Context: an optimization exercise on an open-source flow, tuned for small area, a short achievable clock period and few clock cycles. The choices shown serve that exercise and are no tape-out recipe. The RTL was checked by simulation tests, not by an equivalence proof against the original design.

run 1:
==> flow/design.v (excerpt) <==
module monexp_top (
	input  logic clk,
	input  logic reset,
	input  logic start,
	input  logic [79:0] in_word,  
	input  logic [15:0] n0prime,
	output logic busy,
	output logic [15:0] res_word,
	output logic res_valid
);
	localparam logic [2:0] S_IDLE = 3'd0, S_LOAD = 3'd1, S_RUN = 3'd2, S_WAIT = 3'd3, S_UNLD = 3'd4;
	localparam logic [1:0] P_MBAR = 2'd0, P_SQR = 2'd1, P_MUL = 2'd2, P_FIN = 2'd3;
	logic [2:0] state;
	logic [1:0] wcnt;  
	logic [1:0] ptype;  
	logic [3:0] it;  
	logic conv;  
	logic asel;  
	logic [5:0] bcnt;  
	logic [61:0] n_q;  
	logic [63:0] e_q;  
	logic [62:0] mb_q;  
	logic [63:0] c_q;  
	logic [3:0] np_q;  
	logic [63:0] ss_q, sc_q;  
	logic gam_q;  
	logic [3:0] a_q;  
	logic [3:0] p_q;  
	wire [15:0] w_m = in_word[79:64];
	wire [15:0] w_e = in_word[63:48];
	wire [15:0] w_n = in_word[47:32];
	wire [15:0] w_t = in_word[31:16];
	wire accept = start & ~busy & (state == S_IDLE);
	wire iter = (state == S_RUN) & ~conv;
	wire last_it = (it == 4'd15);
	wire [62:0] b_op = c_q[62:0];
	wire [3:0] u = ss_q[3:0] + sc_q[3:0] + {3'b0, gam_q} + p_q;
	wire [3:0] q = u * np_q;
	wire [67:0] r0 = {4'b0, ss_q};
	wire [67:0] r1 = {4'b0, sc_q};
	wire [67:0] r2 = {5'b0, b_op & {63{a_q[0]}}};
	wire [67:0] r3 = {4'b0, b_op & {63{a_q[1]}}, gam_q};
	wire [67:0] r4 = {3'b0, b_op & {63{a_q[2]}}, 2'b0};
	wire [67:0] r5 = {2'b0, b_op & {63{a_q[3]}}, 3'b0};
  ...
Size in the first run: ~420 flip-flops, about 120 I/O pins, roughly 34000 um^2 of cells after synthesis.
Settings: LEC_CHECK=0, ABC_CLOCK_PERIOD_IN_PS=3000, CAP_MARGIN=20, CORE_MARGIN=2, CORE_UTILIZATION=40, CTS_BUF_LIST=sky130_fd_sc_hd__clkbuf_8, CTS_CLUSTER_SIZE=30, SETUP_SLACK_MARGIN=5, SLEW_MARGIN=20; clock period 10.0 ns.
run.sh (not shown) runs the stock make flow with config.mk's settings and CLKGATE_MAP_FILE= SYNTH_SCRIPT=/design/flow/synth_recipe.tcl, a recipe that flattens the netlist after the stock synthesis.
Testbench counts of run 1, summed over its fixed seeds: cycles 103,715.
diff inputs: run 1 => run 2
- removing CTS_BUF_LIST (formerly sky130_fd_sc_hd__clkbuf_8)
- removing CTS_CLUSTER_SIZE (formerly 30)
- changing CORE_UTILIZATION from 40 to 55
--- outcome ---
Of the two values seen for capture point of the critical path, ss_q[9] was produced by run 2 and ss_q[0] by run 1.
Taking run 2 over run 1, the cell count ratio works out to 0.923.
Of run 1 and run 2, run 2 shows the higher sequential share of layout area, with run 1 below it.
Number of buffers created by CTS ends up higher on run 1.
Cell count after placement (run 2 over run 1): decrease, about 7%
The critical path startpoint comes out ss_q[0] in one run and a_q[1] in the other, namely in run 2 and run 1 respectively.
The following lists how run 3 was set up differently from run 2:
- SETUP_SLACK_MARGIN removed (was 5)
- CORE_UTILIZATION changed from 55 to 40
==> flow/flow/run.sh (new file) <==
#!/bin/bash
set -euo pipefail
export SETUP_SLACK_MARGIN=6
bash standard.sh > standard.log 2>&1
==> flow/standard.sh (new file) <==
#!/bin/bash
# synth_recipe.tcl (not shown) runs the flow's synth.tcl, then flattens the netlist and writes it again
# the make line also repeats each setting of config.mk as NAME=value (left out here)
make -C /OpenROAD-flow-scripts/flow DESIGN_CONFIG=/design/flow/config.mk WORK_HOME=/design/flow/orfs CLKGATE_MAP_FILE= SYNTH_SCRIPT=/design/flow/synth_recipe.tcl "${@:-finish}"
removed: flow/run.sh
==> comparison <==
From run 2 to run 3 the numbers moved as follows: effective utilization at floorplan went down 15 points, first-pass GRT wire length went up by 9.3%, area of placed instances now sits higher.

========
== the reference run ==
monexp_top again, from the RTL that the note above started with.
clock: 10.0 ns
lec_check: 0
abc_clock_period_in_ps: 3000
cap_margin: 5
core_margin: 2
core_utilization: 40
setup_slack_margin: 5
slew_margin: 5
Stock flow here: none of the scripts above is used.
The reference run: done, clean on timing, DRC and antenna
Testbench counts of the reference run, summed over its fixed seeds: cycles 103,715.
Edits applied to the flow inputs when going from the reference run to the trial run:
-- flow/config.mk --
<<< the reference run, line 9
export CAP_MARGIN = 5
>>> the trial run, line 9
export CAP_MARGIN = 20
<<< the reference run, line 12
>>> the trial run, line 12
export GPL_ROUTABILITY_DRIVEN = 0
export PLACE_DENSITY = 0.7
<<< the reference run, line 13
export SLEW_MARGIN = 5
>>> the trial run, line 15
export SLEW_MARGIN = 20
==> notes.md <==
- In terms of sequential share of layout area, the trial run and the reference run differ only marginally.
- Between the reference run and the trial run, the top achievable clock speed does not differ in any meaningful way.
- Routed wire length: the trial run better than the reference run
- In the flow results for the trial run and the reference run, the met2 track demand over resource is larger on the reference run.
- The trial run: per-cell via count in the routed design higher than the reference run
- Standard-cell row count: the trial run vs the reference run identical
- Between the trial run and the reference run, the final design instance area without fill does not differ in any meaningful way.

========
Setup of run A:
Starting RTL as in the previous note.
export LEC_CHECK = 0
export ABC_CLOCK_PERIOD_IN_PS = 3000
export CAP_MARGIN = 20
export CORE_MARGIN = 2
export CORE_UTILIZATION = 40
export SETUP_SLACK_MARGIN = 5
export SLEW_MARGIN = 20
create_clock -name core_clock -period 10.0 [get_ports {clk}]
Testbench counts of run A, summed over its fixed seeds: cycles 103,715.
> inputs changed (run A -> run B)
- CORE_UTILIZATION changed from 40 to 30
--- outcome ---
- A launching instance or port of the critical path of a_q[3]$_DFF_P_ is what run B shows, while ss_q[0]$_SDFF_PN0_ belongs to run A.
- Later-pin clock latency in the skew report: run A vs run B — no meaningful difference
- Delta (run B minus run A): buffers plus inverters on the worst setup path +2, shortest period the worst path allows +0.073 ns.
- From run A to run B the numbers moved as follows: routed wire length picked up an extra about 7%; cell count went up; delay of the slowest critical-path stage down 0.05 ns; remaining global-route overflow has remained practically unchanged.
- Comparing run B with run A, the worst hold slack came out essentially unchanged.
## Diff of input files: run C against run B
- ABC_AREA now 1, previously not set
- ABC_CLOCK_PERIOD_IN_PS no longer set, was 3000
- CORE_UTILIZATION now 40, was 30
[summary]
In the flow results for run B and run C, the number of clock-tree buffers in the layout is smaller on run B. Comparing run B and run C, the lower final cycle utilization of the critical path was measured on run C. Weighted congestion at the end of routability-driven global placement ended up 5.4% lower on run C than on run B. Diff run B..run C | number of synthesized register bits | unchanged. Routed wire length: run C < run B. Going from run B to run C, share of the synthesized area in compound gates (AO/OA/AOI/OAI) shrinks by 1.7 points. Run C ends up with higher final area than run B does. Run B → run C: synthesized cell count now sits higher.

========
## main
The RTL this note starts from:
==> flow/design.v <==
`default_nettype none
package monexp_pkg;
	typedef logic [16-1:0] word_t;  
	typedef logic [(16 * 4)-1:0] oper_t;  
	typedef struct packed {
		word_t m;  
		word_t e;  
		word_t n;  
		word_t t;  
		word_t r;  
	} load_word_t;
	typedef struct packed {
		oper_t m;
		oper_t e;
		oper_t n;
		oper_t t;
		oper_t r;
		word_t n0prime;  
	} operand_set_t;
	typedef struct packed {
		oper_t a;
		oper_t b;
	} mont_req_t;
endpackage
`default_nettype wire
`timescale 1ns/1ps
`default_nettype none
module monexp_top (
	input  logic clk,
	input  logic reset,
	input  logic start,
	input  logic [79:0] in_word,  
	input  logic [15:0] n0prime,
	output logic busy,
	output logic [15:0] res_word,
	output logic res_valid
);
	localparam logic [2:0] S_IDLE = 3'd0, S_LOAD = 3'd1, S_RUN = 3'd2, S_WAIT = 3'd3, S_UNLD = 3'd4;
	localparam logic [1:0] P_MBAR = 2'd0, P_SQR = 2'd1, P_MUL = 2'd2, P_FIN = 2'd3;
	logic [2:0] state;
	logic [1:0] wcnt;  
	logic [1:0] ptype;  
	logic [3:0] it;  
	logic conv;  
	logic bsel;  
	logic [5:0] bcnt;  
	logic [61:0] n_q;  
	logic [63:0] e_q;  
	logic [62:0] mb_q;  
	logic [63:0] c_q;  
	logic [3:0] np_q;  
	logic [63:0] ss_q, sc_q;  
	logic gam_q;  
	logic [3:0] a_q;  
	logic [3:0] p_q;  
	wire [15:0] w_m = in_word[79:64];
	wire [15:0] w_e = in_word[63:48];
	wire [15:0] w_n = in_word[47:32];
	wire [15:0] w_t = in_word[31:16];
	wire accept = start & ~busy & (state == S_IDLE);
	wire iter = (state == S_RUN) & ~conv;
	wire last_it = (it == 4'd15);
	wire [62:0] b_op = bsel ? mb_q : c_q[62:0];
	wire [3:0] u = ss_q[3:0] + sc_q[3:0] + {3'b0, gam_q} + p_q;
	wire [3:0] q = u * np_q;
	wire [67:0] r0 = {4'b0, ss_q};
	wire [67:0] r1 = {4'b0, sc_q};
	wire [67:0] r2 = {5'b0, b_op & {63{a_q[0]}}};
	wire [67:0] r3 = {4'b0, b_op & {63{a_q[1]}}, gam_q};
	wire [67:0] r4 = {3'b0, b_op & {63{a_q[2]}}, 2'b0};
	wire [67:0] r5 = {2'b0, b_op & {63{a_q[3]}}, 3'b0};
	wire [67:0] r6 = {6'b0, n_q & {62{q[0]}}};
	wire [67:0] r7 = {5'b0, n_q & {62{q[1]}}, 1'b0};
	wire [67:0] r8 = {4'b0, n_q & {62{q[2]}}, 2'b0};
	wire [67:0] r9 = {3'b0, n_q & {62{q[3]}}, 3'b0};
	wire [67:0] s1a = r0 ^ r1 ^ r2;
	wire [67:0] c1a = {(r0[66:0] & r1[66:0]) | (r0[66:0] & r2[66:0]) | (r1[66:0] & r2[66:0]), 1'b0};
	wire [67:0] s1b = r3 ^ r4 ^ r5;
	wire [67:0] c1b = {(r3[66:0] & r4[66:0]) | (r3[66:0] & r5[66:0]) | (r4[66:0] & r5[66:0]), 1'b0};
	wire [67:0] s2 = s1a ^ c1a ^ s1b;
	wire [67:0] c2 = {(s1a[66:0] & c1a[66:0]) | (s1a[66:0] & s1b[66:0]) | (c1a[66:0] & s1b[66:0]), 1'b0};
	wire [67:0] x1 = s2 ^ c2 ^ c1b;
	wire [67:0] x2 = {(s2[66:0] & c2[66:0]) | (s2[66:0] & c1b[66:0]) | (c2[66:0] & c1b[66:0]), 1'b0};
	wire [67:0] s4a = x1 ^ x2 ^ r6;
	wire [67:0] c4a = {(x1[66:0] & x2[66:0]) | (x1[66:0] & r6[66:0]) | (x2[66:0] & r6[66:0]), 1'b0};
	wire [67:0] s4b = r7 ^ r8 ^ r9;
	wire [67:0] c4b = {(r7[66:0] & r8[66:0]) | (r7[66:0] & r9[66:0]) | (r8[66:0] & r9[66:0]), 1'b0};
	wire [67:0] s5 = s4a ^ c4a ^ s4b;
	wire [67:0] c5 = {(s4a[66:0] & c4a[66:0]) | (s4a[66:0] & s4b[66:0]) | (c4a[66:0] & s4b[66:0]), 1'b0};
	wire [67:0] s6 = s5 ^ c5 ^ c4b;
	wire [67:0] c6 = {(s5[66:0] & c5[66:0]) | (s5[66:0] & c4b[66:0]) | (c5[66:0] & c4b[66:0]), 1'b0};
	wire gam_n = |(s6[3:0] | c6[3:0]);
	wire [63:0] sum = ss_q + sc_q + {63'b0, gam_q};
	wire bit_one = e_q[63];
	wire bits_done = (bcnt == 6'd0);
	wire scan_more = (ptype == P_MBAR) & ~bit_one & ~bits_done;
	wire nx_mul = (ptype == P_SQR) & bit_one;
	wire nx_fin = ~nx_mul & bits_done;
	wire [3:0] c_lo = conv ? sum[3:0] : c_q[3:0];  
	wire [3:0] nx_a = nx_fin ? 4'd1 : c_lo;
	wire [3:0] nx_b = nx_mul ? mb_q[3:0] : c_lo;
	logic [3:0] a_dig;
	always_comb begin
		a_dig = 4'd0;
		for (int k = 0; k < 16; k++)
			if (it == 4'(k - 1) && ptype != P_FIN)
				a_dig = c_q[4*k +: 4];
	end
	logic [3:0] a_n, b_n;  
	always_comb begin
		a_n = a_dig;
		b_n = b_op[3:0];
		if (state == S_LOAD) begin
			a_n = c_q[19:16];  
			b_n = mb_q[3:0];
		end else if (state != S_RUN || conv) begin
			a_n = nx_a;
			b_n = nx_b;
		end
	end
	wire [3:0] p_n = a_n * b_n;
	always_ff @(posedge clk) begin
		a_q <= a_n;
		p_q <= p_n;
		if (iter) begin
			ss_q <= s6[67:4];
			sc_q <= c6[67:4];
			gam_q <= gam_n;
		end else begin
			ss_q <= '0;
			sc_q <= '0;
			gam_q <= 1'b0;
		end
		if (accept)
			np_q <= n0prime[3:0];
		if (state == S_LOAD) begin
			case (wcnt)
				2'd0: begin n_q[15:0] <= w_n; mb_q[15:0] <= w_m; end
				2'd1: begin n_q[31:16] <= w_n; mb_q[31:16] <= w_m; end
				2'd2: begin n_q[47:32] <= w_n; mb_q[47:32] <= w_m; end
				default: begin n_q[61:48] <= w_n[13:0]; mb_q[62:48] <= w_m[14:0]; end
			endcase
		end else if (conv && ptype == P_MBAR)
			mb_q <= sum[62:0];
		if (state == S_LOAD || state == S_UNLD)
			c_q <= {w_t, c_q[63:16]};
		else if (conv)
			c_q <= {1'b0, sum[62:0]};
	end
	wire e_shift = ((state == S_RUN) & (ptype == P_MBAR) & ~bit_one & ~bits_done)  
		| (((state == S_RUN) & conv) | ((state == S_WAIT) & ~scan_more)) & (ptype != P_FIN) & ~nx_mul & ~nx_fin & ~scan_more  
		| ((state == S_WAIT) & scan_more);
	always_ff @(posedge clk) begin
		if (state == S_LOAD) begin
			case (wcnt)
				2'd0: e_q[15:0] <= w_e;
				2'd1: e_q[31:16] <= w_e;
				2'd2: e_q[47:32] <= w_e;
				default: e_q[63:48] <= w_e;
			endcase
		end else if (e_shift)
			e_q <= {e_q[62:0], 1'b0};
	end
	always_ff @(posedge clk or posedge reset) begin
		if (reset) begin
			state <= S_IDLE;
			wcnt <= '0;
			ptype <= P_MBAR;
			it <= '0;
			conv <= 1'b0;
			bsel <= 1'b0;
			bcnt <= '0;
			busy <= 1'b0;
			res_valid <= 1'b0;
		end else begin
			if (e_shift)
				bcnt <= bcnt - 1'b1;
			case (state)
				S_IDLE: if (accept) begin
					state <= S_LOAD;
					wcnt <= '0;
					busy <= 1'b1;
				end
				S_LOAD: begin
					wcnt <= wcnt + 1'b1;
					if (wcnt == 2'd3) begin
						state <= S_RUN;
						ptype <= P_MBAR;
						bsel <= 1'b1;  
						it <= '0;
						conv <= 1'b0;
						bcnt <= 6'd63;
					end
				end
				S_RUN: begin
					if (!conv) begin
						it <= it + 1'b1;
						if (last_it)
							conv <= 1'b1;
					end else begin
						conv <= 1'b0;
						if (ptype == P_FIN) begin
							state <= S_UNLD;
							wcnt <= '0;
							res_valid <= 1'b1;
						end else if (scan_more) begin
							state <= S_WAIT;
						end else begin
							ptype <= nx_mul ? P_MUL : (nx_fin ? P_FIN : P_SQR);
							bsel <= nx_mul;
						end
					end
				end
				S_WAIT: if (!scan_more) begin
					state <= S_RUN;
					ptype <= nx_fin ? P_FIN : P_SQR;
					bsel <= 1'b0;
				end
				S_UNLD: begin
					wcnt <= wcnt + 1'b1;
					if (wcnt == 2'd3) begin
						state <= S_IDLE;
						busy <= 1'b0;
						res_valid <= 1'b0;
					end
				end
				default: state <= S_IDLE;
			endcase
		end
	end
	assign res_word = c_q[15:0];
endmodule
`default_nettype wire
clock: 10.0 ns
lec_check: 0
cap_margin: 20
core_margin: 2
core_utilization: 65
setup_slack_margin: 5
slew_margin: 20
Testbench counts of main, summed over its fixed seeds: cycles 103,715.
Inputs modified between main and the feature branch:
Settings: CORE_UTILIZATION: 65 -> 40; ABC_CLOCK_PERIOD_IN_PS: unset -> 3000; SETUP_SLACK_MARGIN: 5 -> unset.
==> comparison <==
- Lower die area was reported by main, not the feature branch.
- In the flow results for the feature branch and main, the met3 layer usage reported by global route is larger on main.
- Global-route usage, the feature branch and main: smaller value in the feature branch
- Per the final summary, the feature branch finished and its layout is clean on timing, DRC and antenna.
- Between the feature branch and main, the multi-input combinational area share is higher for main.
- Area growth from synthesis to layout ends up higher on main.

[what the ideal ports hide]
In the flow no input, the clock included, has a driving cell. The finished layouts below were timed again as built, in two steps. Step 1 (the two cells are an assumption about what drives the block):
set clk [get_ports {clk}]
set_driving_cell -lib_cell sky130_fd_sc_hd__clkbuf_16 $clk
set_driving_cell -lib_cell sky130_fd_sc_hd__buf_2 [delete_from_list [all_inputs] $clk]
Step 2, shift: input delay + t, output delay - t, t = (earliest + latest rising clock arrival at the registers) / 2. This alone moves slack from input paths to output paths. Three values: ideal, step 1, step 2; two values: the first two.
run | shift t [ns] | slack for setup (ns) | latest minus earliest clock arrival (ns) | pins driven straight from the clock port
run 1 | 0.758 | 5.204 / 5.204 / 5.204 | 0.041 / 0.041 | 1
run 2 | 0.669 | 5.150 / 5.150 / 5.150 | 0.026 / 0.026 | 1
run 3 | 0.659 | 5.240 / 5.240 / 5.240 | 0.030 / 0.029 | 1
the reference run | 0.678 | 5.176 / 5.176 / 5.176 | 0.036 / 0.036 | 1
the trial run | 0.673 | 5.171 / 5.171 / 5.171 | 0.063 / 0.063 | 1
run A | 0.678 | 5.176 / 5.176 / 5.176 | 0.036 / 0.036 | 1
run B | 0.668 | 5.103 / 5.103 / 5.103 | 0.032 / 0.032 | 1
run C | 0.663 | 5.126 / 5.126 / 5.126 | 0.032 / 0.033 | 1
main | 0.667 | 4.351 / 4.351 / 4.351 | 0.022 / 0.022 | 1
the feature branch | 0.678 | 3.444 / 3.444 / 3.444 | 0.035 / 0.034 | 1
After both steps every run listed still meets setup and hold.
